This design comes from an exercise in tuning for small area and a short achievable clock period on the open sky130 flow, not from production work. At most, simulation tests tie the RTL to the original design; equivalence was not proved. The RTL of runs 3 and 4 was laid out without a check of its function.

==> flow/design.v, too long to show whole: its modules and the start of the top module <==
// module grad_top: 172 lines
// module absdiff_v: 154 lines
// module absdiff_h: 154 lines
// module sqsum: 23 lines
// module times3: 64 lines
// module div_r0: 263 lines
// module div_r1: 279 lines
// module sq_r0: 12 lines
// module sq_r1: 27 lines
// module sq_r2: 38 lines
// module div_r2: 273 lines
// module div_r3: 273 lines
// module div_r4: 273 lines
// module div_r5: 273 lines
// module div_r6: 273 lines
// module sq_r3: 49 lines
// module sq_r4: 60 lines
// module sq_r5: 71 lines
// module sq_r6: 84 lines
// module sq_r7: 97 lines
// module sq_r8: 110 lines
// module sq_r9: 111 lines
// module div_r7: 89 lines
// module div_r8: 273 lines
// module div_r9: 205 lines
// module sq_r10: 124 lines
// module sq_r11: 137 lines
// module sq_r12: 109 lines
module grad_top (
    input  wire logic        clk,
    input  wire logic        rst,
    input  wire logic        in_valid,
    input  wire logic        sof,
    input  wire logic [7:0]  pixel,
    output logic             out_valid,
    output logic [32:0]      grad
);
  // ...
==> flow/flow/run.sh <==
#!/bin/bash
# The standard layout (the standard.sh: ORFS with the standard synthesis
# and the standard flow's config.mk and SDC), with a larger setup margin for ORFS's timing
# repair so that it keeps shortening paths past the design's generous period.
set -euo pipefail
MARGIN=$(cat flow/margin.txt)
bash standard.sh SETUP_SLACK_MARGIN=$MARGIN finish > standard.log 2>&1
==> flow/flow/margin.txt <==
14
==> flow/standard.sh <==
#!/bin/bash
# synth_recipe.tcl (not shown) runs the flow's synth.tcl, then flattens the netlist and writes it again
# the make line also repeats each setting of config.mk as NAME=value (left out here)
make -C /OpenROAD-flow-scripts/flow DESIGN_CONFIG=/design/flow/config.mk WORK_HOME=/design/flow/orfs CLKGATE_MAP_FILE= SYNTH_SCRIPT=/design/flow/synth_recipe.tcl "${@:-finish}"
==> flow/config.mk <==
export PLATFORM = sky130hd
export DESIGN_NAME = grad_top
export DESIGN_NICKNAME = grad_top
export VERILOG_FILES = /design/flow/design.v
export SDC_FILE = /design/flow/constraint.sdc
export NUM_CORES = 4
export LEC_CHECK = 0
export CAP_MARGIN = 20
export CORE_MARGIN = 2
export CORE_UTILIZATION = 60
export SLEW_MARGIN = 20
export SYNTH_HIERARCHICAL = 1
==> flow/constraint.sdc <==
create_clock -name core_clock -period 26.0 [get_ports {clk}]
set_input_delay 5.2000 -clock core_clock [delete_from_list [all_inputs] [get_ports {clk}]]
set_output_delay 5.2000 -clock core_clock [all_outputs]
set_load 0.01 [all_outputs]
==> notes.md, run 1 <==
run status finished clean; ANT nets after route 0; worst hold slack 0.312 ns; Final period util 0.488; Port Buf Inserts 45; Finished Layout Cells 4236; R2R cell count 39; final hold vios 0; core box area 54900 um2; min-delay src r1_q[3]; Hold Crit Class flip-flop to flip-flop; Final Slew Violations 0; first-pass detailed-route iteration total 6; cell repeated most along the worst path buf_6; synthesis warning total 8; GP Congestion 0.925; final-layout clock buffer total 49; Final HPWL DP 51.7 mm; Placed Instances 4007; critical path fanouts, max 9; DP Area 32900 um2; Final Cell Area 36600 um2; total CTS buffers 39; most frequent cell after synthesis edfxtp_1; clk tree area frac 0.0347; Critical R2R Capture r2_R[7]; Seq area share 0.292; largest reg by FF count sr; mux share of post-synthesis cell area 0.0264; Critical Path AT 7.49 ns; Compound-Gate Fraction of Synth Area 0.199; num sequential 379; Worst-path clk slew 0.06 ns; global route overflow 0; largest net degree at the start of global routing 191; Setup Fix Bufs, Post-CTS 99
Testbench counts, summed over its fixed seeds: latency cycles 75,055, results 75,055.
==> inputs of run 2 (changes only) <==
--- a/flow/config.mk
+++ b/flow/config.mk
@@ -7,6 +7,6 @@
 export LEC_CHECK = 0
 export CAP_MARGIN = 20
 export CORE_MARGIN = 2
-export CORE_UTILIZATION = 60
+export CORE_UTILIZATION = 40
 export SLEW_MARGIN = 20
 export SYNTH_HIERARCHICAL = 1
==> notes.md, run 2 <==
Setup WS pre-CTS 12.06 ns (was 12.05 ns); Final WS setup 13.34 ns (was 13.31 ns); die width 292 um (was 239 um); RSZ-0062 raised after global routing true (unchanged); global-route wire length before repair 125 mm (was 123 mm); fmax 79.0 MHz (was 78.8 MHz); largest reg by FF count sr (unchanged); hold_buf cts 0 (unchanged); First DRT Iteration DRCs 1769 (was 1663); initial antenna violation count 0 (unchanged); WP data required 20.80 ns (about the same); Seq/Total Area, Yosys 0.322 (unchanged); die area 85100 um2 (was 57100 um2); main flop type after synthesis edfxtp_1 (unchanged); worst skew pair latency 0.60 ns (was 0.57 ns); total CTS buffers 43 (was 39); fraction of registers with async set/reset 0 (unchanged); Mapped Area 33100 um2 (unchanged); slew at the pin closest to its max-slew limit 1.01 ns (was 1.04 ns); Slowest-stage cell, CP a222oi_1 (was or4b_4); # rows 105 (was 86); total negative slack 0 ns (unchanged); Tmin final 12.66 ns (was 12.69 ns); routed vias 25000 (was 25900); MaxCap Viol Count 0 (unchanged); CP max stage delay 0.52 ns (was 0.48 ns); DRC Markers 0 (unchanged); clock root buffer clkbuf_16 (unchanged); #FFs+latches synth 379 (unchanged); CP endpoint kind output pin (unchanged); Synth top area share 0.279 (unchanged); Final HPWL DP 51.6 mm (was 51.7 mm); largest registers sr (256), r2_q (14), r1_M (12) (unchanged); Initial Utilization 0.404 (was 0.603); Port Buf Inserts 45 (unchanged); most common cell after layout, fill and taps aside edfxtp_1 (unchanged); critical path fanouts, max 6 (was 9); core box area 82000 um2 (was 54900 um2); Worst-path clk slew 0.06 ns (about the same); Final Slew Violations 0 (unchanged); largest net degree at the start of global routing 105 (was 191); GR peak layer met2 (unchanged); ANT nets after route 0 (unchanged); Layout Nets 3628 (was 3669); Final period util 0.487 (was 0.488); CTS max path bufs 3 (unchanged); max_slew headroom 0.321 (was 0.307); clock skew 0.0328 ns (was 0.0326 ns); most frequent cells in the layout edfxtp_1, inv_1, nand2_1 (unchanged); met1 GRT Util 0.244 (was 0.348); CP startpoint kind flip-flop (unchanged); GP Congestion 0.869 (was 0.925); global route overflow 0 (unchanged); first-pass detailed-route iteration total 7 (was 6); number of flops mapped to enable cells by yosys 308 (unchanged); share of post-route cells with drive strength above 1 0.181 (was 0.196); Syn Inst Count 3509 (unchanged); fillers 7814 (was 4253); H-tree depth 2 (unchanged); Chip Height 292 um (was 239 um); run status finished clean (unchanged); final WL 76.7 mm (was 78.4 mm); gr usage total 0.176 (was 0.263); vias in the first global route 23800 (was 24600); Largest register FFs 256 (unchanged); CP Class flip-flop to output pin (unchanged); CTS tree done (unchanged); synthesis warning total 8 (unchanged); GRT met3 Usage 0.0174 (was 0.0294); met2 Use GR 0.294 (was 0.452); most frequent cell after synthesis edfxtp_1 (unchanged); Hold Crit Class flip-flop to flip-flop (unchanged); crit path cell chain nor2b_4 > maj3_2 > maj3_2 > a311oi_4 > buf_4 > mux2_4 > a211o_1 > o2111ai_4 > a31oi_4 > or3_4 > o31ai_4 > xnor2_2 > inv_2 > a222oi_1 > a221oi_4 > a211oi_4 > ha_2 > or4b_4 > or4_4 > or4_4 > mux2i_1 > o22a_1 > nor2_1 > buf_2; Layout area overhead 10.2% (was 10.7%); Synth Area per Inst 9.44 um2 (unchanged); detailed-route vias per instance 5.47 (was 6.12); # IOs 46 (unchanged); leading area contributor after synthesis edfxtp_1 (unchanged); count of different cell masters after synthesis 139 (unchanged); drt wl/cell 16.8 um (was 18.5 um); largest cells by area after synthesis edfxtp_1, xnor2_1, buf_4, dfxtp_1, fa_1 (unchanged); clk sinks 379 (unchanged); Critical Path AT 7.46 ns (was 7.49 ns); Final Setup Violations 0 (unchanged); list of most frequent post-synthesis cells edfxtp_1, inv_1, buf_4 (unchanged); final hold vios 0 (unchanged)
run 2: cell counts after synthesis:
Identical to the previous run, type by type.
run 2: timing repair:
action                     4_1_cts  5_1_grt
cloned                           3        1
setup endpoints to repair       46       55
gates resized for setup        192      111
hold endpoints to repair         0        0
pin swaps                       57       51
setup buffers                   81       29
run 2: kinds of logic (layout without fill, tap and decap cells):
logic type / Yosys count / count (layout) / share of synthesized area
adders and majority gates: 217 / 217 / 0.0923
buffers and inverters: 613 / 596 / 0.0981
other: 1 / 3 / 0.000113
muxes: 84 / 84 / 0.0264
AOI/OAI and AO/OA: 811 / 812 / 0.199
DFF: 379 / 379 / 0.322
xor gates and xnor gates: 276 / 276 / 0.0730
and+or+nand+nor: 1128 / 1129 / 0.189
run 2: routing by layer:
layer,vias up,share of wire
li1,12300,-
met1,12100,0.47
met2,469,0.47
met3,110,0.035
met4,0,0.023
met5,-,0
run 2: final cells by class:
type	count	area (um2)	share of cell area
clock buffers	52	1140	0.0312
flip-flops and latches	379	10700	0.293
multi-input cells	2520	20200	0.554
inverters	314	1220	0.0333
diodes	1	2.50	0.0000686
clock inverters	26	236	0.00648
repair inverters	1	5.00	0.000137
well taps	1070	1340	0.0367
repair buffers	203	1640	0.0451
run 2: final timing paths:
kind | start | to | slack [ns] | depth (start not counted)
hold reg to reg | r1_ovf | r2_ovf | 0.34 | 0
hold / removal | r1_ovf | r2_ovf | 0.34 | 0
setup / recovery | r2_R[4] | grad[11] | 13.34 | 24
setup reg to reg | r1_D3[0] | r2_R[7] | 14.75 | 41
run 2: worst max-delay path: cells and delay by family, from the launching register on:
kind                       cells  cell delay (ns)
buffers and inverters          3             0.42
DFF                            1             0.34
adders and majority gates      3             0.87
AOI/OAI and AO/OA              9             2.55
muxes                          2             0.48
xor gates and xnor gates       1             0.14
and+or+nand+nor                6             2.04
run 2: per-module statistics from Yosys (local to each module, per instance), excerpt:
| module | copies in the design | flip-flops and latches | cell area (um2) | cells |
|---|---|---|---|---|
| div_r5 | 1 | 0 | 1380 | 198 |
| div_r3 | 1 | 0 | 1380 | 198 |
| div_r1 | 1 | 0 | 1310 | 185 |
| sq_r8 | 1 | 0 | 696 | 102 |
| sq_r7 | 1 | 0 | 531 | 77 |
| sq_r6 | 1 | 0 | 460 | 62 |
| sq_r4 | 1 | 0 | 375 | 49 |
| sq_r3 | 1 | 0 | 225 | 31 |
| sq_r12 | 1 | 0 | 208 | 32 |
run 2: metrics by stage:
stage	instance area, um2	utilization	hold slack (ns)	std cells
floorplan	33200	-	0.323	3510
global placement	33300	0.407	0.325	4373
finish	36500	0.445	0.340	4566
CTS	35800	0.437	0.342	4535
global route	36500	0.445	0.346	4565
detailed placement	33300	0.407	0.329	4373
==> module grad_top, before the edit <==
module grad_top (
    input  wire logic        clk,
    input  wire logic        rst,
    input  wire logic        in_valid,
    input  wire logic        sof,
    input  wire logic [7:0]  pixel,
    output logic             out_valid,
    output logic [32:0]      grad
);
    logic [7:0] sr [32];
    always_ff @(posedge clk) begin
        if (in_valid) begin
            sr[0] <= pixel;
            for (int i = 1; i < 32; i++)
                sr[i] <= sr[i-1];
        end
    end
    logic [3:0] col_cnt;
    logic [1:0] row_cnt;
    wire  [3:0] cur_col = sof ? 4'd0 : col_cnt;
    wire  [1:0] cur_row = sof ? 2'd0 : row_cnt;
    wire        interior = cur_row[1] && (cur_col >= 4'd2);
    always_ff @(posedge clk) begin
        if (!rst) begin
            col_cnt   <= '0;
            row_cnt   <= '0;
            out_valid <= 1'b0;
        end else begin
            out_valid <= in_valid && interior;
            if (in_valid) begin
                col_cnt <= cur_col + 4'd1;
                if (cur_col == 4'd15 && !cur_row[1])
                    row_cnt <= cur_row + 2'd1;
                else
                    row_cnt <= cur_row;
            end
        end
    end
    wire [7:0] absdiff_v_abs;
    wire [0:0] absdiff_v_lt;
    absdiff_v u_absdiff_v (.a({pixel[7], pixel[6], pixel[5], pixel[4], pixel[3], pixel[2], pixel[1], pixel[0]}), .b({sr[31][7], sr[31][6], sr[31][5], sr[31][4], sr[31][3], sr[31][2], sr[31][1], sr[31][0]}), .o_abs(absdiff_v_abs), .o_lt(absdiff_v_lt));
    wire [7:0] absdiff_h_abs;
    wire [0:0] absdiff_h_lt;
    absdiff_h u_absdiff_h (.a({sr[14][7], sr[14][6], sr[14][5], sr[14][4], sr[14][3], sr[14][2], sr[14][1], sr[14][0]}), .b({sr[16][7], sr[16][6], sr[16][5], sr[16][4], sr[16][3], sr[16][2], sr[16][1], sr[16][0]}), .o_abs(absdiff_h_abs), .o_lt(absdiff_h_lt));
    wire [7:0] av = {absdiff_v_abs[7], absdiff_v_abs[6], absdiff_v_abs[5], absdiff_v_abs[4], absdiff_v_abs[3], absdiff_v_abs[2], absdiff_v_abs[1], absdiff_v_abs[0]};
    wire [7:0] ah = {absdiff_h_abs[7], absdiff_h_abs[6], absdiff_h_abs[5], absdiff_h_abs[4], absdiff_h_abs[3], absdiff_h_abs[2], absdiff_h_abs[1], absdiff_h_abs[0]};
    wire neg = absdiff_v_lt[0] ^ absdiff_h_lt[0];
    wire vz  = (av == 8'd0);
    wire ovf = (av[7:3] >= ah);    
    wire [16:0] sqsum_m;
    sqsum u_sqsum (.av({av[7], av[6], av[5], av[4], av[3], av[2], av[1], av[0]}), .ah({ah[7], ah[6], ah[5], ah[4], ah[3], ah[2], ah[1], ah[0]}), .o_m(sqsum_m));
    wire [9:0] times3_d3;
    times3 u_times3 (.d({ah[7], ah[6], ah[5], ah[4], ah[3], ah[2], ah[1], ah[0]}), .o_d3(times3_d3));
    wire [1:0] div_r0_q;
    wire [6:0] div_r0_r;
    div_r0 u_div_r0 (.t({av[7], av[6], av[5], av[4], av[3], av[2], av[1]}), .d({ah[7], ah[6], ah[5], ah[4], ah[3], ah[2], ah[1], ah[0]}), .d3({times3_d3[9], times3_d3[8], times3_d3[7], times3_d3[6], times3_d3[5], times3_d3[4], times3_d3[3], times3_d3[2], times3_d3[1], times3_d3[0]}), .o_q(div_r0_q), .o_r(div_r0_r));
    wire [1:0] div_r1_q;
    wire [7:0] div_r1_r;
    div_r1 u_div_r1 (.t({div_r0_r[6], div_r0_r[5], div_r0_r[4], div_r0_r[3], div_r0_r[2], div_r0_r[1], div_r0_r[0], av[0]}), .d({ah[7], ah[6], ah[5], ah[4], ah[3], ah[2], ah[1], ah[0]}), .d3({times3_d3[9], times3_d3[8], times3_d3[7], times3_d3[6], times3_d3[5], times3_d3[4], times3_d3[3], times3_d3[2], times3_d3[1], times3_d3[0]}), .o_q(div_r1_q), .o_r(div_r1_r));
    wire [0:0] sq_r0_ge;
    wire [1:0] sq_r0_rem;
    sq_r0 u_sq_r0 (.c({sqsum_m[16]}), .o_ge(sq_r0_ge), .o_rem(sq_r0_rem));
    wire [0:0] sq_r1_ge;
    wire [2:0] sq_r1_rem;
    sq_r1 u_sq_r1 (.c({sq_r0_rem[1], sq_r0_rem[0], sqsum_m[15], sqsum_m[14]}), .root({sq_r0_ge[0]}), .o_ge(sq_r1_ge), .o_rem(sq_r1_rem));
    wire [0:0] sq_r2_ge;
    wire [3:0] sq_r2_rem;
    sq_r2 u_sq_r2 (.c({sq_r1_rem[2], sq_r1_rem[1], sq_r1_rem[0], sqsum_m[13], sqsum_m[12]}), .root({sq_r0_ge[0], sq_r1_ge[0]}), .o_ge(sq_r2_ge), .o_rem(sq_r2_rem));
    logic [9:0] r1_D3;
    logic [7:0] r1_R;
    logic [7:0] r1_D;
    logic [3:0] r1_q;
    logic [0:0] r1_neg;
    logic [0:0] r1_vz;
    logic [0:0] r1_ovf;
    always_ff @(posedge clk) begin
        if (in_valid) begin
            r1_D3 <= {times3_d3[9], times3_d3[8], times3_d3[7], times3_d3[6], times3_d3[5], times3_d3[4], times3_d3[3], times3_d3[2], times3_d3[1], times3_d3[0]};
            r1_R <= {div_r1_r[7], div_r1_r[6], div_r1_r[5], div_r1_r[4], div_r1_r[3], div_r1_r[2], div_r1_r[1], div_r1_r[0]};
            r1_D <= {ah[7], ah[6], ah[5], ah[4], ah[3], ah[2], ah[1], ah[0]};
            r1_q <= {div_r1_q[0], div_r1_q[1], div_r0_q[0], div_r0_q[1]};
            r1_neg <= {neg};
            r1_vz <= {vz};
            r1_ovf <= {ovf};
        end
    end
    logic [11:0] r1_M;
    logic [3:0] r1_rem;
    logic [2:0] r1_root;
    always_ff @(posedge clk) begin
        if (in_valid) begin
            r1_M <= {sqsum_m[0], sqsum_m[1], sqsum_m[2], sqsum_m[3], sqsum_m[4], sqsum_m[5], sqsum_m[6], sqsum_m[7], sqsum_m[8], sqsum_m[9], sqsum_m[10], sqsum_m[11]};
            r1_rem <= {sq_r2_rem[3], sq_r2_rem[2], sq_r2_rem[1], sq_r2_rem[0]};
            r1_root <= {sq_r0_ge[0], sq_r1_ge[0], sq_r2_ge[0]};
        end
    end
    wire [1:0] div_r2_q;
    wire [7:0] div_r2_r;
    div_r2 u_div_r2 (.t({r1_R[7], r1_R[6], r1_R[5], r1_R[4], r1_R[3], r1_R[2], r1_R[1], r1_R[0]}), .d({r1_D[7], r1_D[6], r1_D[5], r1_D[4], r1_D[3], r1_D[2], r1_D[1], r1_D[0]}), .d3({r1_D3[9], r1_D3[8], r1_D3[7], r1_D3[6], r1_D3[5], r1_D3[4], r1_D3[3], r1_D3[2], r1_D3[1], r1_D3[0]}), .o_q(div_r2_q), .o_r(div_r2_r));
    wire [1:0] div_r3_q;
    wire [7:0] div_r3_r;
    div_r3 u_div_r3 (.t({div_r2_r[7], div_r2_r[6], div_r2_r[5], div_r2_r[4], div_r2_r[3], div_r2_r[2], div_r2_r[1], div_r2_r[0]}), .d({r1_D[7], r1_D[6], r1_D[5], r1_D[4], r1_D[3], r1_D[2], r1_D[1], r1_D[0]}), .d3({r1_D3[9], r1_D3[8], r1_D3[7], r1_D3[6], r1_D3[5], r1_D3[4], r1_D3[3], r1_D3[2], r1_D3[1], r1_D3[0]}), .o_q(div_r3_q), .o_r(div_r3_r));
    wire [1:0] div_r4_q;
    wire [7:0] div_r4_r;
    div_r4 u_div_r4 (.t({div_r3_r[7], div_r3_r[6], div_r3_r[5], div_r3_r[4], div_r3_r[3], div_r3_r[2], div_r3_r[1], div_r3_r[0]}), .d({r1_D[7], r1_D[6], r1_D[5], r1_D[4], r1_D[3], r1_D[2], r1_D[1], r1_D[0]}), .d3({r1_D3[9], r1_D3[8], r1_D3[7], r1_D3[6], r1_D3[5], r1_D3[4], r1_D3[3], r1_D3[2], r1_D3[1], r1_D3[0]}), .o_q(div_r4_q), .o_r(div_r4_r));
    wire [1:0] div_r5_q;
    wire [7:0] div_r5_r;
    div_r5 u_div_r5 (.t({div_r4_r[7], div_r4_r[6], div_r4_r[5], div_r4_r[4], div_r4_r[3], div_r4_r[2], div_r4_r[1], div_r4_r[0]}), .d({r1_D[7], r1_D[6], r1_D[5], r1_D[4], r1_D[3], r1_D[2], r1_D[1], r1_D[0]}), .d3({r1_D3[9], r1_D3[8], r1_D3[7], r1_D3[6], r1_D3[5], r1_D3[4], r1_D3[3], r1_D3[2], r1_D3[1], r1_D3[0]}), .o_q(div_r5_q), .o_r(div_r5_r));
    wire [1:0] div_r6_q;
    wire [7:0] div_r6_r;
    div_r6 u_div_r6 (.t({div_r5_r[7], div_r5_r[6], div_r5_r[5], div_r5_r[4], div_r5_r[3], div_r5_r[2], div_r5_r[1], div_r5_r[0]}), .d({r1_D[7], r1_D[6], r1_D[5], r1_D[4], r1_D[3], r1_D[2], r1_D[1], r1_D[0]}), .d3({r1_D3[9], r1_D3[8], r1_D3[7], r1_D3[6], r1_D3[5], r1_D3[4], r1_D3[3], r1_D3[2], r1_D3[1], r1_D3[0]}), .o_q(div_r6_q), .o_r(div_r6_r));
    wire [0:0] sq_r3_ge;
    wire [4:0] sq_r3_rem;
    sq_r3 u_sq_r3 (.c({r1_rem[3], r1_rem[2], r1_rem[1], r1_rem[0], r1_M[0], r1_M[1]}), .root({r1_root[2], r1_root[1], r1_root[0]}), .o_ge(sq_r3_ge), .o_rem(sq_r3_rem));
    wire [0:0] sq_r4_ge;
    wire [5:0] sq_r4_rem;
    sq_r4 u_sq_r4 (.c({sq_r3_rem[4], sq_r3_rem[3], sq_r3_rem[2], sq_r3_rem[1], sq_r3_rem[0], r1_M[2], r1_M[3]}), .root({r1_root[2], r1_root[1], r1_root[0], sq_r3_ge[0]}), .o_ge(sq_r4_ge), .o_rem(sq_r4_rem));
    wire [0:0] sq_r5_ge;
    wire [6:0] sq_r5_rem;
    sq_r5 u_sq_r5 (.c({sq_r4_rem[5], sq_r4_rem[4], sq_r4_rem[3], sq_r4_rem[2], sq_r4_rem[1], sq_r4_rem[0], r1_M[4], r1_M[5]}), .root({r1_root[2], r1_root[1], r1_root[0], sq_r3_ge[0], sq_r4_ge[0]}), .o_ge(sq_r5_ge), .o_rem(sq_r5_rem));
    wire [0:0] sq_r6_ge;
    wire [7:0] sq_r6_rem;
    sq_r6 u_sq_r6 (.c({sq_r5_rem[6], sq_r5_rem[5], sq_r5_rem[4], sq_r5_rem[3], sq_r5_rem[2], sq_r5_rem[1], sq_r5_rem[0], r1_M[6], r1_M[7]}), .root({r1_root[2], r1_root[1], r1_root[0], sq_r3_ge[0], sq_r4_ge[0], sq_r5_ge[0]}), .o_ge(sq_r6_ge), .o_rem(sq_r6_rem));
    wire [0:0] sq_r7_ge;
    wire [8:0] sq_r7_rem;
    sq_r7 u_sq_r7 (.c({sq_r6_rem[7], sq_r6_rem[6], sq_r6_rem[5], sq_r6_rem[4], sq_r6_rem[3], sq_r6_rem[2], sq_r6_rem[1], sq_r6_rem[0], r1_M[8], r1_M[9]}), .root({r1_root[2], r1_root[1], r1_root[0], sq_r3_ge[0], sq_r4_ge[0], sq_r5_ge[0], sq_r6_ge[0]}), .o_ge(sq_r7_ge), .o_rem(sq_r7_rem));
    wire [0:0] sq_r8_ge;
    wire [9:0] sq_r8_rem;
    sq_r8 u_sq_r8 (.c({sq_r7_rem[8], sq_r7_rem[7], sq_r7_rem[6], sq_r7_rem[5], sq_r7_rem[4], sq_r7_rem[3], sq_r7_rem[2], sq_r7_rem[1], sq_r7_rem[0], r1_M[10], r1_M[11]}), .root({r1_root[2], r1_root[1], r1_root[0], sq_r3_ge[0], sq_r4_ge[0], sq_r5_ge[0], sq_r6_ge[0], sq_r7_ge[0]}), .o_ge(sq_r8_ge), .o_rem(sq_r8_rem));
    wire [0:0] sq_r9_ge;
    wire [10:0] sq_r9_rem;
    sq_r9 u_sq_r9 (.c({sq_r8_rem[9], sq_r8_rem[8], sq_r8_rem[7], sq_r8_rem[6], sq_r8_rem[5], sq_r8_rem[4], sq_r8_rem[3], sq_r8_rem[2], sq_r8_rem[1], sq_r8_rem[0]}), .root({r1_root[2], r1_root[1], r1_root[0], sq_r3_ge[0], sq_r4_ge[0], sq_r5_ge[0], sq_r6_ge[0], sq_r7_ge[0], sq_r8_ge[0]}), .o_ge(sq_r9_ge), .o_rem(sq_r9_rem));
    logic [9:0] r2_D3;
    logic [7:0] r2_R;
    logic [7:0] r2_D;
    logic [13:0] r2_q;
    logic [0:0] r2_neg;
    logic [0:0] r2_vz;
    logic [0:0] r2_ovf;
    always_ff @(posedge clk) begin
        r2_D3 <= {r1_D3[9], r1_D3[8], r1_D3[7], r1_D3[6], r1_D3[5], r1_D3[4], r1_D3[3], r1_D3[2], r1_D3[1], r1_D3[0]};
        r2_R <= {div_r6_r[7], div_r6_r[6], div_r6_r[5], div_r6_r[4], div_r6_r[3], div_r6_r[2], div_r6_r[1], div_r6_r[0]};
        r2_D <= {r1_D[7], r1_D[6], r1_D[5], r1_D[4], r1_D[3], r1_D[2], r1_D[1], r1_D[0]};
        r2_q <= {div_r6_q[0], div_r6_q[1], div_r5_q[0], div_r5_q[1], div_r4_q[0], div_r4_q[1], div_r3_q[0], div_r3_q[1], div_r2_q[0], div_r2_q[1], r1_q[3], r1_q[2], r1_q[1], r1_q[0]};
        r2_neg <= {r1_neg[0]};
        r2_vz <= {r1_vz[0]};
        r2_ovf <= {r1_ovf[0]};
    end
    logic [10:0] r2_rem;
    logic [9:0] r2_root;
    always_ff @(posedge clk) begin
        r2_rem <= {sq_r9_rem[10], sq_r9_rem[9], sq_r9_rem[8], sq_r9_rem[7], sq_r9_rem[6], sq_r9_rem[5], sq_r9_rem[4], sq_r9_rem[3], sq_r9_rem[2], sq_r9_rem[1], sq_r9_rem[0]};
        r2_root <= {r1_root[2], r1_root[1], r1_root[0], sq_r3_ge[0], sq_r4_ge[0], sq_r5_ge[0], sq_r6_ge[0], sq_r7_ge[0], sq_r8_ge[0], sq_r9_ge[0]};
    end
    wire [0:0] div_r7_q;
    wire [7:0] div_r7_r;
    div_r7 u_div_r7 (.t({r2_R[7], r2_R[6], r2_R[5], r2_R[4], r2_R[3], r2_R[2], r2_R[1], r2_R[0]}), .d({r2_D[7], r2_D[6], r2_D[5], r2_D[4], r2_D[3], r2_D[2], r2_D[1], r2_D[0]}), .o_q(div_r7_q), .o_r(div_r7_r));
    wire [1:0] div_r8_q;
    wire [7:0] div_r8_r;
    div_r8 u_div_r8 (.t({div_r7_r[7], div_r7_r[6], div_r7_r[5], div_r7_r[4], div_r7_r[3], div_r7_r[2], div_r7_r[1], div_r7_r[0]}), .d({r2_D[7], r2_D[6], r2_D[5], r2_D[4], r2_D[3], r2_D[2], r2_D[1], r2_D[0]}), .d3({r2_D3[9], r2_D3[8], r2_D3[7], r2_D3[6], r2_D3[5], r2_D3[4], r2_D3[3], r2_D3[2], r2_D3[1], r2_D3[0]}), .o_q(div_r8_q), .o_r(div_r8_r));
    wire [19:0] div_r9_tan;
    div_r9 u_div_r9 (.t({div_r8_r[7], div_r8_r[6], div_r8_r[5], div_r8_r[4], div_r8_r[3], div_r8_r[2], div_r8_r[1], div_r8_r[0]}), .d({r2_D[7], r2_D[6], r2_D[5], r2_D[4], r2_D[3], r2_D[2], r2_D[1], r2_D[0]}), .qh({r2_q[0], r2_q[1], r2_q[2], r2_q[3], r2_q[4], r2_q[5], r2_q[6], r2_q[7], r2_q[8], r2_q[9], r2_q[10], r2_q[11], r2_q[12], r2_q[13], div_r7_q[0], div_r8_q[1], div_r8_q[0]}), .f({r2_ovf[0], r2_vz[0], r2_neg[0]}), .d3({r2_D3[9], r2_D3[8], r2_D3[7], r2_D3[6], r2_D3[5], r2_D3[4], r2_D3[3], r2_D3[2], r2_D3[1], r2_D3[0]}), .o_tan(div_r9_tan));
    wire [0:0] sq_r10_ge;
    wire [11:0] sq_r10_rem;
    sq_r10 u_sq_r10 (.c({r2_rem[10], r2_rem[9], r2_rem[8], r2_rem[7], r2_rem[6], r2_rem[5], r2_rem[4], r2_rem[3], r2_rem[2], r2_rem[1], r2_rem[0]}), .root({r2_root[9], r2_root[8], r2_root[7], r2_root[6], r2_root[5], r2_root[4], r2_root[3], r2_root[2], r2_root[1], r2_root[0]}), .o_ge(sq_r10_ge), .o_rem(sq_r10_rem));
    wire [0:0] sq_r11_ge;
    wire [12:0] sq_r11_rem;
    sq_r11 u_sq_r11 (.c({sq_r10_rem[11], sq_r10_rem[10], sq_r10_rem[9], sq_r10_rem[8], sq_r10_rem[7], sq_r10_rem[6], sq_r10_rem[5], sq_r10_rem[4], sq_r10_rem[3], sq_r10_rem[2], sq_r10_rem[1], sq_r10_rem[0]}), .root({r2_root[9], r2_root[8], r2_root[7], r2_root[6], r2_root[5], r2_root[4], r2_root[3], r2_root[2], r2_root[1], r2_root[0], sq_r10_ge[0]}), .o_ge(sq_r11_ge), .o_rem(sq_r11_rem));
    wire [0:0] sq_r12_ge;
    sq_r12 u_sq_r12 (.c({sq_r11_rem[12], sq_r11_rem[11], sq_r11_rem[10], sq_r11_rem[9], sq_r11_rem[8], sq_r11_rem[7], sq_r11_rem[6], sq_r11_rem[5], sq_r11_rem[4], sq_r11_rem[3], sq_r11_rem[2], sq_r11_rem[1], sq_r11_rem[0]}), .root({r2_root[9], r2_root[8], r2_root[7], r2_root[6], r2_root[5], r2_root[4], r2_root[3], r2_root[2], r2_root[1], r2_root[0], sq_r10_ge[0], sq_r11_ge[0]}), .o_ge(sq_r12_ge));
    assign grad = {{r2_root[9], r2_root[8], r2_root[7], r2_root[6], r2_root[5], r2_root[4], r2_root[3], r2_root[2], r2_root[1], r2_root[0], sq_r10_ge[0], sq_r11_ge[0], sq_r12_ge[0]}, {div_r9_tan[19], div_r9_tan[18], div_r9_tan[17], div_r9_tan[16], div_r9_tan[15], div_r9_tan[14], div_r9_tan[13], div_r9_tan[12], div_r9_tan[11], div_r9_tan[10], div_r9_tan[9], div_r9_tan[8], div_r9_tan[7], div_r9_tan[6], div_r9_tan[5], div_r9_tan[4], div_r9_tan[3], div_r9_tan[2], div_r9_tan[1], div_r9_tan[0]}};
endmodule
==> module div_r9, before the edit <==
module div_r9 (
    input  wire [7:0] t,
    input  wire [7:0] d,
    input  wire [16:0] qh,
    input  wire [2:0] f,
    input  wire [9:0] d3,
    output wire [19:0] o_tan
);
    wire i3099 = ~d[0];
    wire i3100 = ~d[1];
    wire i3101 = ~d[2];
    wire i3102 = ~d[3];
    wire i3103 = ~d[4];
    wire i3104 = ~d[5];
    wire i3105 = ~d[6];
    wire i3106 = ~d[7];
    wire a3107 = t[0] & i3101;
    wire a3108 = t[1] & i3102;
    wire a3109 = t[2] & i3103;
    wire a3110 = t[3] & i3104;
    wire a3111 = t[4] & i3105;
    wire a3112 = t[5] & i3106;
    wire o3113 = t[0] | i3101;
    wire o3114 = t[1] | i3102;
    wire o3115 = t[2] | i3103;
    wire o3116 = t[3] | i3104;
    wire o3117 = t[4] | i3105;
    wire o3118 = t[5] | i3106;
    wire a3119 = i3100 & i3099;
    wire a3120 = o3113 & i3100;
    wire c3121 = a3108 | (o3114 & a3107);
    wire a3122 = o3114 & o3113;
    wire c3123 = a3109 | (o3115 & a3108);
    wire a3124 = o3115 & o3114;
    wire c3125 = a3110 | (o3116 & a3109);
    wire a3126 = o3116 & o3115;
    wire c3127 = a3111 | (o3117 & a3110);
    wire a3128 = o3117 & o3116;
    wire c3129 = a3112 | (o3118 & a3111);
    wire a3130 = o3118 & o3117;
    wire o3131 = t[6] | a3112;
    wire o3132 = t[7] | t[6];
    wire c3133 = a3107 | (a3120 & i3099);
    wire c3134 = c3121 | (a3122 & a3119);
    wire c3135 = c3123 | (a3124 & a3107);
    wire a3136 = a3124 & a3120;
    wire c3137 = c3125 | (a3126 & c3121);
    wire a3138 = a3126 & a3122;
    wire c3139 = c3127 | (a3128 & c3123);
    wire a3140 = a3128 & a3124;
    wire c3141 = c3129 | (a3130 & c3125);
    wire a3142 = a3130 & a3126;
    wire c3143 = o3131 | (o3118 & c3127);
    wire a3144 = o3118 & a3128;
    wire o3145 = o3132 | c3129;
    wire c3146 = c3135 | (a3136 & i3099);
    wire c3147 = c3137 | (a3138 & a3119);
    wire c3148 = c3139 | (a3140 & c3133);
    wire c3149 = c3141 | (a3142 & c3134);
    wire c3150 = c3143 | (a3144 & c3135);
    wire a3151 = a3144 & a3136;
    wire c3152 = o3145 | (a3130 & c3137);
    wire a3153 = a3130 & a3138;
    wire c3154 = c3150 | (a3151 & i3099);
    wire c3155 = c3152 | (a3153 & a3119);
    wire i3156 = ~d[0];
    wire i3157 = ~d[1];
    wire i3158 = ~d[2];
    wire i3159 = ~d[3];
    wire i3160 = ~d[4];
    wire i3161 = ~d[5];
    wire i3162 = ~d[6];
    wire i3163 = ~d[7];
    wire a3164 = t[0] & i3157;
    wire a3165 = t[1] & i3158;
    wire a3166 = t[2] & i3159;
    wire a3167 = t[3] & i3160;
    wire a3168 = t[4] & i3161;
    wire a3169 = t[5] & i3162;
    wire a3170 = t[6] & i3163;
    wire o3171 = t[0] | i3157;
    wire o3172 = t[1] | i3158;
    wire o3173 = t[2] | i3159;
    wire o3174 = t[3] | i3160;
    wire o3175 = t[4] | i3161;
    wire o3176 = t[5] | i3162;
    wire o3177 = t[6] | i3163;
    wire a3178 = o3171 & i3156;
    wire c3179 = a3165 | (o3172 & a3164);
    wire a3180 = o3172 & o3171;
    wire c3181 = a3166 | (o3173 & a3165);
    wire a3182 = o3173 & o3172;
    wire c3183 = a3167 | (o3174 & a3166);
    wire a3184 = o3174 & o3173;
    wire c3185 = a3168 | (o3175 & a3167);
    wire a3186 = o3175 & o3174;
    wire c3187 = a3169 | (o3176 & a3168);
    wire a3188 = o3176 & o3175;
    wire c3189 = a3170 | (o3177 & a3169);
    wire a3190 = o3177 & o3176;
    wire o3191 = t[7] | a3170;
    wire o3192 = a3164 | a3178;
    wire c3193 = c3179 | (a3180 & i3156);
    wire c3194 = c3181 | (a3182 & a3164);
    wire a3195 = a3182 & a3178;
    wire c3196 = c3183 | (a3184 & c3179);
    wire a3197 = a3184 & a3180;
    wire c3198 = c3185 | (a3186 & c3181);
    wire a3199 = a3186 & a3182;
    wire c3200 = c3187 | (a3188 & c3183);
    wire a3201 = a3188 & a3184;
    wire c3202 = c3189 | (a3190 & c3185);
    wire a3203 = a3190 & a3186;
    wire c3204 = o3191 | (o3177 & c3187);
    wire a3205 = o3177 & a3188;
    wire o3206 = c3194 | a3195;
    wire c3207 = c3196 | (a3197 & i3156);
    wire c3208 = c3198 | (a3199 & o3192);
    wire c3209 = c3200 | (a3201 & c3193);
    wire c3210 = c3202 | (a3203 & c3194);
    wire a3211 = a3203 & a3195;
    wire c3212 = c3204 | (a3205 & c3196);
    wire a3213 = a3205 & a3197;
    wire o3214 = c3210 | a3211;
    wire c3215 = c3212 | (a3213 & i3156);
    wire i3216 = ~d3[0];
    wire i3217 = ~d3[1];
    wire i3218 = ~d3[2];
    wire i3219 = ~d3[3];
    wire i3220 = ~d3[4];
    wire i3221 = ~d3[5];
    wire i3222 = ~d3[6];
    wire i3223 = ~d3[7];
    wire i3224 = ~d3[8];
    wire i3225 = ~d3[9];
    wire a3226 = t[0] & i3218;
    wire a3227 = t[1] & i3219;
    wire a3228 = t[2] & i3220;
    wire a3229 = t[3] & i3221;
    wire a3230 = t[4] & i3222;
    wire a3231 = t[5] & i3223;
    wire a3232 = t[6] & i3224;
    wire a3233 = t[7] & i3225;
    wire o3234 = t[0] | i3218;
    wire o3235 = t[1] | i3219;
    wire o3236 = t[2] | i3220;
    wire o3237 = t[3] | i3221;
    wire o3238 = t[4] | i3222;
    wire o3239 = t[5] | i3223;
    wire o3240 = t[6] | i3224;
    wire o3241 = t[7] | i3225;
    wire a3242 = i3217 & i3216;
    wire a3243 = o3234 & i3217;
    wire c3244 = a3227 | (o3235 & a3226);
    wire a3245 = o3235 & o3234;
    wire c3246 = a3228 | (o3236 & a3227);
    wire a3247 = o3236 & o3235;
    wire c3248 = a3229 | (o3237 & a3228);
    wire a3249 = o3237 & o3236;
    wire c3250 = a3230 | (o3238 & a3229);
    wire a3251 = o3238 & o3237;
    wire c3252 = a3231 | (o3239 & a3230);
    wire a3253 = o3239 & o3238;
    wire c3254 = a3232 | (o3240 & a3231);
    wire a3255 = o3240 & o3239;
    wire c3256 = a3233 | (o3241 & a3232);
    wire a3257 = o3241 & o3240;
    wire c3258 = a3226 | (a3243 & i3216);
    wire c3259 = c3244 | (a3245 & a3242);
    wire c3260 = c3246 | (a3247 & a3226);
    wire a3261 = a3247 & a3243;
    wire c3262 = c3248 | (a3249 & c3244);
    wire a3263 = a3249 & a3245;
    wire c3264 = c3250 | (a3251 & c3246);
    wire a3265 = a3251 & a3247;
    wire c3266 = c3252 | (a3253 & c3248);
    wire a3267 = a3253 & a3249;
    wire c3268 = c3254 | (a3255 & c3250);
    wire a3269 = a3255 & a3251;
    wire c3270 = c3256 | (a3257 & c3252);
    wire a3271 = a3257 & a3253;
    wire c3272 = c3260 | (a3261 & i3216);
    wire c3273 = c3262 | (a3263 & a3242);
    wire c3274 = c3264 | (a3265 & c3258);
    wire c3275 = c3266 | (a3267 & c3259);
    wire c3276 = c3268 | (a3269 & c3260);
    wire a3277 = a3269 & a3261;
    wire c3278 = c3270 | (a3271 & c3262);
    wire a3279 = a3271 & a3263;
    wire c3280 = c3276 | (a3277 & i3216);
    wire c3281 = c3278 | (a3279 & a3242);
    wire i3282 = ~c3215;
    wire a3283 = c3155 & i3282;
    wire o3284 = c3281 | a3283;
    wire [17:0] qh_e = {1'b0, {qh[16], qh[15], qh[14], qh[13], qh[12], qh[11], qh[10], qh[9], qh[8], qh[7], qh[6], qh[5], qh[4], qh[3], qh[2], qh[1], qh[0]}};
    wire [17:0] qh_n = -qh_e;
    wire [1:0] ql_v = {c3215, o3284};
    wire [1:0] ql_n = -ql_v;
    wire [19:0] tneg = (ql_v == 2'd0) ? {qh_n, 2'd0} : {~qh_e, ql_n};
    wire [19:0] tpos = {qh_e, ql_v};
    wire [19:0] tn = f[1] ? 20'd0 :
                     f[2] ? (f[0] ? 20'h80000 : 20'h7ffff) :
                     f[0] ? tneg : tpos;
    assign o_tan = {tn[19], tn[18], tn[17], tn[16], tn[15], tn[14], tn[13], tn[12], tn[11], tn[10], tn[9], tn[8], tn[7], tn[6], tn[5], tn[4], tn[3], tn[2], tn[1], tn[0]};
endmodule
==> inputs of run 3 (changes only) <==
--- a/flow/design.v
+++ b/flow/design.v
@@ -201,8 +201,11 @@
     wire [1:0] div_r8_q;
     wire [7:0] div_r8_r;
     div_r8 u_div_r8 (.t({div_r7_r[7], div_r7_r[6], div_r7_r[5], div_r7_r[4], div_r7_r[3], div_r7_r[2], div_r7_r[1], div_r7_r[0]}), .d({r2_D[7], r2_D[6], r2_D[5], r2_D[4], r2_D[3], r2_D[2], r2_D[1], r2_D[0]}), .d3({r2_D3[9], r2_D3[8], r2_D3[7], r2_D3[6], r2_D3[5], r2_D3[4], r2_D3[3], r2_D3[2], r2_D3[1], r2_D3[0]}), .o_q(div_r8_q), .o_r(div_r8_r));
+    wire [17:0] tan_pre_ha;
+    wire [17:0] tan_pre_hb;
+    tan_pre u_tan_pre (.qh({r2_q[0], r2_q[1], r2_q[2], r2_q[3], r2_q[4], r2_q[5], r2_q[6], r2_q[7], r2_q[8], r2_q[9], r2_q[10], r2_q[11], r2_q[12], r2_q[13], div_r7_q[0], div_r8_q[1], div_r8_q[0]}), .f({r2_ovf[0], r2_vz[0], r2_neg[0]}), .o_ha(tan_pre_ha), .o_hb(tan_pre_hb));
     wire [19:0] div_r9_tan;
-    div_r9 u_div_r9 (.t({div_r8_r[7], div_r8_r[6], div_r8_r[5], div_r8_r[4], div_r8_r[3], div_r8_r[2], div_r8_r[1], div_r8_r[0]}), .d({r2_D[7], r2_D[6], r2_D[5], r2_D[4], r2_D[3], r2_D[2], r2_D[1], r2_D[0]}), .qh({r2_q[0], r2_q[1], r2_q[2], r2_q[3], r2_q[4], r2_q[5], r2_q[6], r2_q[7], r2_q[8], r2_q[9], r2_q[10], r2_q[11], r2_q[12], r2_q[13], div_r7_q[0], div_r8_q[1], div_r8_q[0]}), .f({r2_ovf[0], r2_vz[0], r2_neg[0]}), .d3({r2_D3[9], r2_D3[8], r2_D3[7], r2_D3[6], r2_D3[5], r2_D3[4], r2_D3[3], r2_D3[2], r2_D3[1], r2_D3[0]}), .o_tan(div_r9_tan));
+    div_r9 u_div_r9 (.t({div_r8_r[7], div_r8_r[6], div_r8_r[5], div_r8_r[4], div_r8_r[3], div_r8_r[2], div_r8_r[1], div_r8_r[0]}), .d({r2_D[7], r2_D[6], r2_D[5], r2_D[4], r2_D[3], r2_D[2], r2_D[1], r2_D[0]}), .ha({tan_pre_ha[17], tan_pre_ha[16], tan_pre_ha[15], tan_pre_ha[14], tan_pre_ha[13], tan_pre_ha[12], tan_pre_ha[11], tan_pre_ha[10], tan_pre_ha[9], tan_pre_ha[8], tan_pre_ha[7], tan_pre_ha[6], tan_pre_ha[5], tan_pre_ha[4], tan_pre_ha[3], tan_pre_ha[2], tan_pre_ha[1], tan_pre_ha[0]}), .hb({tan_pre_hb[17], tan_pre_hb[16], tan_pre_hb[15], tan_pre_hb[14], tan_pre_hb[13], tan_pre_hb[12], tan_pre_hb[11], tan_pre_hb[10], tan_pre_hb[9], tan_pre_hb[8], tan_pre_hb[7], tan_pre_hb[6], tan_pre_hb[5], tan_pre_hb[4], tan_pre_hb[3], tan_pre_hb[2], tan_pre_hb[1], tan_pre_hb[0]}), .f({r2_ovf[0], r2_vz[0], r2_neg[0]}), .d3({r2_D3[9], r2_D3[8], r2_D3[7], r2_D3[6], r2_D3[5], r2_D3[4], r2_D3[3], r2_D3[2], r2_D3[1], r2_D3[0]}), .o_tan(div_r9_tan));
     wire [0:0] sq_r10_ge;
     wire [11:0] sq_r10_rem;
     sq_r10 u_sq_r10 (.c({r2_rem[10], r2_rem[9], r2_rem[8], r2_rem[7], r2_rem[6], r2_rem[5], r2_rem[4], r2_rem[3], r2_rem[2], r2_rem[1], r2_rem[0]}), .root({r2_root[9], r2_root[8], r2_root[7], r2_root[6], r2_root[5], r2_root[4], r2_root[3], r2_root[2], r2_root[1], r2_root[0]}), .o_ge(sq_r10_ge), .o_rem(sq_r10_rem));
@@ -3536,10 +3539,25 @@
     assign o_q = {c2970, o3074};
     assign o_r = {m3098, m3095, m3092, m3089, m3086, m3083, m3080, m3077};
 endmodule
+module tan_pre (
+    input  wire [16:0] qh,
+    input  wire [2:0] f,
+    output wire [17:0] o_ha,
+    output wire [17:0] o_hb
+);
+    wire [17:0] qh_e = {1'b0, {qh[16], qh[15], qh[14], qh[13], qh[12], qh[11], qh[10], qh[9], qh[8], qh[7], qh[6], qh[5], qh[4], qh[3], qh[2], qh[1], qh[0]}};
+    wire [17:0] qh_n = -qh_e;
+    wire [17:0] sat = f[0] ? {1'b1, 17'd0} : {1'b0, {17{1'b1}}};
+    wire [17:0] ha = f[1] ? 18'd0 : f[2] ? sat : f[0] ? qh_n : qh_e;
+    wire [17:0] hb = f[1] ? 18'd0 : f[2] ? sat : f[0] ? ~qh_e : qh_e;
+    assign o_ha = {ha[17], ha[16], ha[15], ha[14], ha[13], ha[12], ha[11], ha[10], ha[9], ha[8], ha[7], ha[6], ha[5], ha[4], ha[3], ha[2], ha[1], ha[0]};
+    assign o_hb = {hb[17], hb[16], hb[15], hb[14], hb[13], hb[12], hb[11], hb[10], hb[9], hb[8], hb[7], hb[6], hb[5], hb[4], hb[3], hb[2], hb[1], hb[0]};
+endmodule
 module div_r9 (
     input  wire [7:0] t,
     input  wire [7:0] d,
-    input  wire [16:0] qh,
+    input  wire [17:0] ha,
+    input  wire [17:0] hb,
     input  wire [2:0] f,
     input  wire [9:0] d3,
     output wire [19:0] o_tan
@@ -3730,15 +3748,11 @@
     wire i3282 = ~c3215;
     wire a3283 = c3155 & i3282;
     wire o3284 = c3281 | a3283;
-    wire [17:0] qh_e = {1'b0, {qh[16], qh[15], qh[14], qh[13], qh[12], qh[11], qh[10], qh[9], qh[8], qh[7], qh[6], qh[5], qh[4], qh[3], qh[2], qh[1], qh[0]}};
-    wire [17:0] qh_n = -qh_e;
     wire [1:0] ql_v = {c3215, o3284};
     wire [1:0] ql_n = -ql_v;
-    wire [19:0] tneg = (ql_v == 2'd0) ? {qh_n, 2'd0} : {~qh_e, ql_n};
-    wire [19:0] tpos = {qh_e, ql_v};
-    wire [19:0] tn = f[1] ? 20'd0 :
-                     f[2] ? (f[0] ? 20'h80000 : 20'h7ffff) :
-                     f[0] ? tneg : tpos;
+    wire [1:0] lo = f[1] ? 2'd0 : f[2] ? {2{~f[0]}} : f[0] ? ql_n : ql_v;
+    wire [17:0] hi = (ql_v == 2'd0) ? {ha[17], ha[16], ha[15], ha[14], ha[13], ha[12], ha[11], ha[10], ha[9], ha[8], ha[7], ha[6], ha[5], ha[4], ha[3], ha[2], ha[1], ha[0]} : {hb[17], hb[16], hb[15], hb[14], hb[13], hb[12], hb[11], hb[10], hb[9], hb[8], hb[7], hb[6], hb[5], hb[4], hb[3], hb[2], hb[1], hb[0]};
+    wire [19:0] tn = {hi, lo};
     assign o_tan = {tn[19], tn[18], tn[17], tn[16], tn[15], tn[14], tn[13], tn[12], tn[11], tn[10], tn[9], tn[8], tn[7], tn[6], tn[5], tn[4], tn[3], tn[2], tn[1], tn[0]};
 endmodule
 module sq_r10 (
==> notes.md, run 3 <==
run status finished clean (unchanged); die width 294 um (was 292 um); cell repeated most along the worst path fa_1; fraction of registers with async set/reset 0 (unchanged); first-pass detailed-route iteration total 5 (was 7); clk sinks 379 (unchanged); fmax 83.1 MHz (was 79.0 MHz); Final Slew Violations 0 (unchanged); Port Buf Inserts 45 (unchanged); CP Class primary input to flip-flop (was flip-flop to output pin); Final HPWL DP 50.8 mm (was 51.6 mm); count of different cell masters after synthesis 143 (was 139); H-tree depth 2 (unchanged); most common cell after layout, fill and taps aside edfxtp_1 (unchanged); clock root buffer clkbuf_16 (unchanged); total CTS buffers 42 (was 43); critical path fanouts, max 6 (unchanged); Initial Utilization 0.403 (was 0.404); Multi-input gate area 20300 um2 (was 20200 um2); Slowest-stage cell, CP fa_1 (was a222oi_1); gr usage total 0.167 (was 0.176); ANT nets after route 0 (unchanged); most frequent cell after synthesis edfxtp_1 (unchanged); Layout Nets 3669 (was 3628); vias in the first global route 23500 (was 23800); GP Congestion 0.853 (was 0.869); main flop type after synthesis edfxtp_1 (unchanged); global route overflow 0 (unchanged); drt wl/cell 16.1 um (was 16.8 um); number of flops mapped to enable cells by yosys 308 (unchanged); slew at the pin closest to its max-slew limit 0.999 ns (was 1.01 ns); routed vias 25000 (about the same); #FFs+latches synth 379 (unchanged); detailed-route vias per instance 5.41 (was 5.47); final WL 74.1 mm (was 76.7 mm); synthesis warning total 8 (unchanged); Synth Area per Inst 9.39 um2 (was 9.44 um2); max_slew headroom 0.334 (was 0.321); largest reg by FF count sr (unchanged); largest registers sr (256), r2_q (14), r1_M (12) (unchanged); CP max stage delay 0.55 ns (was 0.52 ns); CP startpoint kind primary input (was flip-flop); Reg area 10700 um2 (about the same); Chip Height 294 um (was 292 um); CTS max path bufs 3 (unchanged); total negative slack 0 ns (unchanged); end-of-flow core utilization 0.438 (was 0.445); Critical Path AT 12.36 ns (was 7.46 ns); Worst-path clk slew 0.06 ns (about the same); CTS tree done (unchanged); First DRT Iteration DRCs 1592 (was 1769); # rows 106 (was 105); Final Setup Violations 0 (unchanged); list of most frequent post-synthesis cells edfxtp_1, inv_1, buf_4 (unchanged); Tmin final 12.04 ns (was 12.66 ns); final hold vios 0 (unchanged); global-route wire length before repair 120 mm (was 125 mm); largest cells by area after synthesis edfxtp_1, xnor2_1, buf_4, dfxtp_1, fa_1 (unchanged); MaxCap Viol Count 0 (unchanged); RSZ-0062 raised after global routing true (unchanged); DRC Markers 0 (unchanged); Final period util 0.463 (was 0.487); clock skew 0.0353 ns (was 0.0328 ns); core box area 83400 um2 (was 82000 um2); Syn Inst Count 3581 (was 3509); initial antenna violation count 2 (was 0); Layout area overhead 8.62% (was 10.2%); worst skew pair latency 0.59 ns (was 0.60 ns); most frequent cells in the layout edfxtp_1, inv_1, nand2_1 (unchanged); # IOs 46 (unchanged); largest net degree at the start of global routing 193 (was 105); fillers 8005 (was 7814); CP endpoint kind flip-flop (was output pin); Mapped Area 33600 um2 (was 33100 um2); share of post-route cells with drive strength above 1 0.164 (was 0.181); leading area contributor after synthesis edfxtp_1 (unchanged); Hold Crit Class flip-flop to flip-flop (unchanged); Largest register FFs 256 (unchanged); Seq/Total Area, Yosys 0.317 (was 0.322); die area 86400 um2 (was 85100 um2); WP data required 26.32 ns (was 20.80 ns); Synth top area share 0.275 (was 0.279)
run 3: logic make-up after synthesis:
kind of cell | synth area share
other | 0.000112
flip-flops | 0.317
multiplexers | 0.0300
AND/OR/NAND/NOR | 0.191
buffers and inverters | 0.0984
XOR/XNOR | 0.0748
AO/OA/AOI/OAI | 0.199
adder cells (fa/ha/maj) | 0.0900
run 3: final timing paths:
kind	to	slack, ns	cells past startpoint	from
hold reg to reg	r2_ovf	0.34	0	r1_ovf
setup reg to reg	r2_rem[10]	14.77	43	r1_root[1]
hold / removal	r2_ovf	0.34	0	r1_ovf
setup / recovery	r1_rem[2]	13.96	35	pixel[0]
run 3: layout make-up:
cell class	count	area share
timing repair inverter	1	0.000137
clock inverter	29	0.00798
inverter	318	0.0336
clock buffer	49	0.0301
antenna	1	0.0000685
tap	1080	0.0370
sequential	379	0.293
multi-input combinational	2583	0.555
timing repair buffer	178	0.0431
run 3: metal layers:
metal  share of wire  vias up  global-route usage
li1                -    12500                   -
met1            0.48    12000               0.236
met2            0.46      418               0.273
met3           0.036       98              0.0172
met4           0.022        0              0.0436
met5               0        -                   0
run 3: repair_timing:
item | 4_1_cts | 5_1_grt
pin swaps | 21 | 49
buffers inserted | 43 | 41
hold buffers | 0 | 0
setup endpoints to repair | 46 | 55
gates cloned | 2 | 1
gates resized for setup | 71 | 102
run 3: per-module statistics from Yosys (local to each module, per instance), excerpt:
module  flip-flops and latches  cell area, um2  cells inside  copies in the design
div_r5                       0            1380           198                     1
sq_r10                       0             696           100                     1
sq_r8                        0             696           102                     1
div_r9                       0             652            87                     1
sq_r9                        0             651            81                     1
sq_r7                        0             531            77                     1
sq_r3                        0             225            31                     1
sq_r12                       0             208            32                     1
sq_r1                        0             108            15                     1
run 3: critical path, delay by kind of cell:
family | cells | cell delay (ns)
fa+ha+maj | 9 | 3.32
compound gates | 8 | 1.59
simple gates | 6 | 0.66
mux | 2 | 0.58
buf+inv | 8 | 0.56
xor+xnor | 2 | 0.43
run 3: metrics by stage:
step / worst slack, ns / std cells / cell area [um2] / hold WS [ns]
after detailed placement: 11.99 / 4452 / 33900 / 0.327
after floorplan: 13.63 / 3582 / 33700 / 0.323
after global routing: 13.71 / 4617 / 36500 / 0.346
final: 13.96 / 4618 / 36500 / 0.341
after global placement: 12.17 / 4452 / 33900 / 0.328
after CTS: 14.00 / 4575 / 35800 / 0.341
==> inputs of run 4 (changes only) <==
==> flow/flow/margin.txt (replaced) <==
15
==> notes.md, run 4 <==
worst hold slack 0.346 ns (was 0.341 ns); MaxCap Viol Count 0 (unchanged); Hold Crit Class flip-flop to flip-flop (unchanged); initial antenna violation count 0 (was 2); max_slew headroom 0.348 (was 0.334); H-tree depth 2 (unchanged); core box area 83400 um2 (unchanged); routed vias 25800 (was 25000); # rows 106 (unchanged); Synth Area per Inst 9.39 um2 (unchanged); CP endpoint kind flip-flop (unchanged); Syn Inst Count 3581 (unchanged); Slowest-stage cell, CP fa_1 (unchanged); final hold vios 0 (unchanged); DRC Markers 0 (unchanged); detailed-route vias per instance 5.48 (was 5.41); Final period util 0.458 (was 0.463); # IOs 46 (unchanged); first-pass detailed-route iteration total 5 (unchanged); reg-to-reg slack, setup 15.56 ns (was 14.77 ns); drt wl/cell 16.6 um (was 16.1 um); global route overflow 0 (unchanged); most frequent cells in the layout edfxtp_1, inv_1, nand2_1 (unchanged); CP max stage delay 0.54 ns (was 0.55 ns); largest cells by area after synthesis edfxtp_1, xnor2_1, buf_4, dfxtp_1, fa_1 (unchanged); most common cell after layout, fill and taps aside edfxtp_1 (unchanged); final antenna diode count 0 (was 1); gr usage total 0.171 (was 0.167); First DRT Iteration DRCs 1761 (was 1592); Tmin final 11.91 ns (was 12.04 ns); share of post-route cells with drive strength above 1 0.229 (was 0.164); Worst-path clk slew 0.06 ns (about the same); CTS tree done (unchanged); Layout Nets 3767 (was 3669); cell repeated most along the worst path fa_1 (unchanged); Seq/Total Area, Yosys 0.317 (unchanged); clk sinks 379 (unchanged); #FFs+latches synth 379 (unchanged); clock root buffer clkbuf_16 (unchanged); slew at the pin closest to its max-slew limit 0.979 ns (was 0.999 ns); Final Setup Violations 0 (unchanged); largest registers sr (256), r2_q (14), r1_M (12) (unchanged); most frequent cell after synthesis edfxtp_1 (unchanged); leading area contributor after synthesis edfxtp_1 (unchanged); fillers 7698 (was 8005); vias in the first global route 23900 (was 23500); Initial Utilization 0.403 (unchanged); Final HPWL DP 50.8 mm (about the same); CP Class primary input to flip-flop (unchanged); main flop type after synthesis edfxtp_1 (unchanged); Synth top area share 0.275 (unchanged); largest reg by FF count sr (unchanged); die area 86400 um2 (unchanged); count of different cell masters after synthesis 143 (unchanged); global-route wire length before repair 123 mm (was 120 mm); RSZ-0062 raised after global routing true (unchanged); CTS max path bufs 3 (unchanged); ANT nets after route 0 (unchanged); list of most frequent post-synthesis cells edfxtp_1, inv_1, buf_4 (unchanged); Mapped Area 33600 um2 (unchanged); fmax 84.0 MHz (was 83.1 MHz); Port Buf Inserts 45 (unchanged); GP Congestion 0.862 (was 0.853); Final Slew Violations 0 (unchanged); synthesis warning total 8 (unchanged); WP data required 26.32 ns (about the same); Layout area overhead 14.2% (was 8.62%); run status finished clean (unchanged); final WL 78.2 mm (was 74.1 mm); total negative slack 0 ns (unchanged); die width 294 um (unchanged); worst skew pair latency 0.59 ns (about the same); largest net degree at the start of global routing 100 (was 193); Critical Path AT 12.23 ns (was 12.36 ns); critical path fanouts, max 7 (was 6); Chip Height 294 um (unchanged); number of flops mapped to enable cells by yosys 308 (unchanged); CP startpoint kind primary input (unchanged); clock skew 0.0328 ns (was 0.0353 ns); fraction of registers with async set/reset 0 (unchanged); Largest register FFs 256 (unchanged); total CTS buffers 40 (was 42)
run 4: layer usage:
layer | wire length [um] | vias to the layer above | global-route usage
met5 | 0 | - | 0
met4 | 1220 | 0 | 0.0368
met3 | 3230 | 97 | 0.0198
met2 | 37200 | 517 | 0.286
met1 | 36500 | 12500 | 0.239
li1 | - | 12700 | -
run 4: final cells by class:
cell class,count,area [um2],share of cell area
clock buffers,42,1020,0.0265
clock inverters,31,320,0.00834
repair inverters,1,5.00,0.000130
well taps,1080,1350,0.0352
inverters,318,1250,0.0325
repair buffers,272,2370,0.0618
flip-flops and latches,379,10700,0.279
multi-input cells,2589,21400,0.556
run 4: path summary, 6_finish.rpt:
| path | startpoint | to | cells after the start |
|---|---|---|---|
| max reg2reg | r1_M[1] | r2_rem[10] | 43 |
| min | r1_q[2] | r2_q[2] | 0 |
| max | pixel[0] | r1_rem[3] | 37 |
| min reg2reg | r1_q[2] | r2_q[2] | 0 |
run 4: cells by family (layout without fill, tap and decap cells):
family	count (synthesis)	in the layout	share of synthesized area
AOI/OAI and AO/OA	824	830	0.199
xor gates and xnor gates	287	287	0.0748
adders and majority gates	214	214	0.0900
buffers and inverters	621	664	0.0984
DFF	379	379	0.317
muxes	95	96	0.0300
other	1	2	0.000112
and+or+nand+nor	1160	1160	0.191
run 4: per-stage QoR:
| stage | utilization | cell area [um2] | instances | setup WS, ns |
|---|---|---|---|---|
| 6_report | 0.460 | 38400 | 4712 | 14.09 |
| 3_5_place_dp | 0.406 | 33900 | 4452 | 12.03 |
| 2_1_floorplan | - | 33700 | 3582 | 13.63 |
| 3_3_place_gp | 0.406 | 33900 | 4452 | 12.21 |
| 5_1_grt | 0.460 | 38400 | 4712 | 13.88 |
| 4_1_cts | 0.441 | 36800 | 4631 | 14.12 |
run 4: worst max-delay path, delay by kind of cell:
kind | cells | cell delay, ns
AOI/OAI and AO/OA | 8 | 1.43
xor gates and xnor gates | 3 | 0.49
adders and majority gates | 9 | 3.27
buffers and inverters | 11 | 0.85
muxes | 2 | 0.56
and+or+nand+nor | 4 | 0.43
run 4: repair_timing:
action,CTS,global route
hold buffers,0,0
pin swaps,61,100
setup buffers,101,76
gates resized for setup,289,231
cloned,5,5
setup endpoints to repair,61,57
run 4: per-module statistics from Yosys (local to each module, per instance), excerpt:
module   copies in the design  cell area, um2  flip-flops and latches
sq_r4                       1             375                       0
times3                      1             439                       0
div_r9                      1             652                       0
tan_pre                     1             910                       0
sq_r5                       1             430                       0
div_r0                      1            1100                       0
sq_r7                       1             531                       0
div_r6                      1            1380                       0

-- separate check: timing with driven ports --
No port has a modelled driver above. Below, the same layouts with a new extraction and two added sets of constraints.
Step 1 assumes that a clkbuf_16 drives the clock port and a buf_2 every other input.
Step 2 moves the port delays by t, midway between the first and last clock arrival at a register: inputs arrive t later, outputs are due t later. That takes back most of the time a late clock gives input paths.
Slacks: ideal ports / drivers / drivers and shift; pairs: ideal ports / drivers.
run	t (ns)	setup slack, ns	worst setup path after step 2
run 1	0.617	13.307 / 13.247 / 13.260	input to register
run 2	0.643	13.338 / 13.279 / 13.376	input to register
run 3	0.630	13.960 / 13.954 / 13.324	input to register
run 4	0.636	14.091 / 14.091 / 13.455	input to register
After both steps every run listed still meets setup and hold.
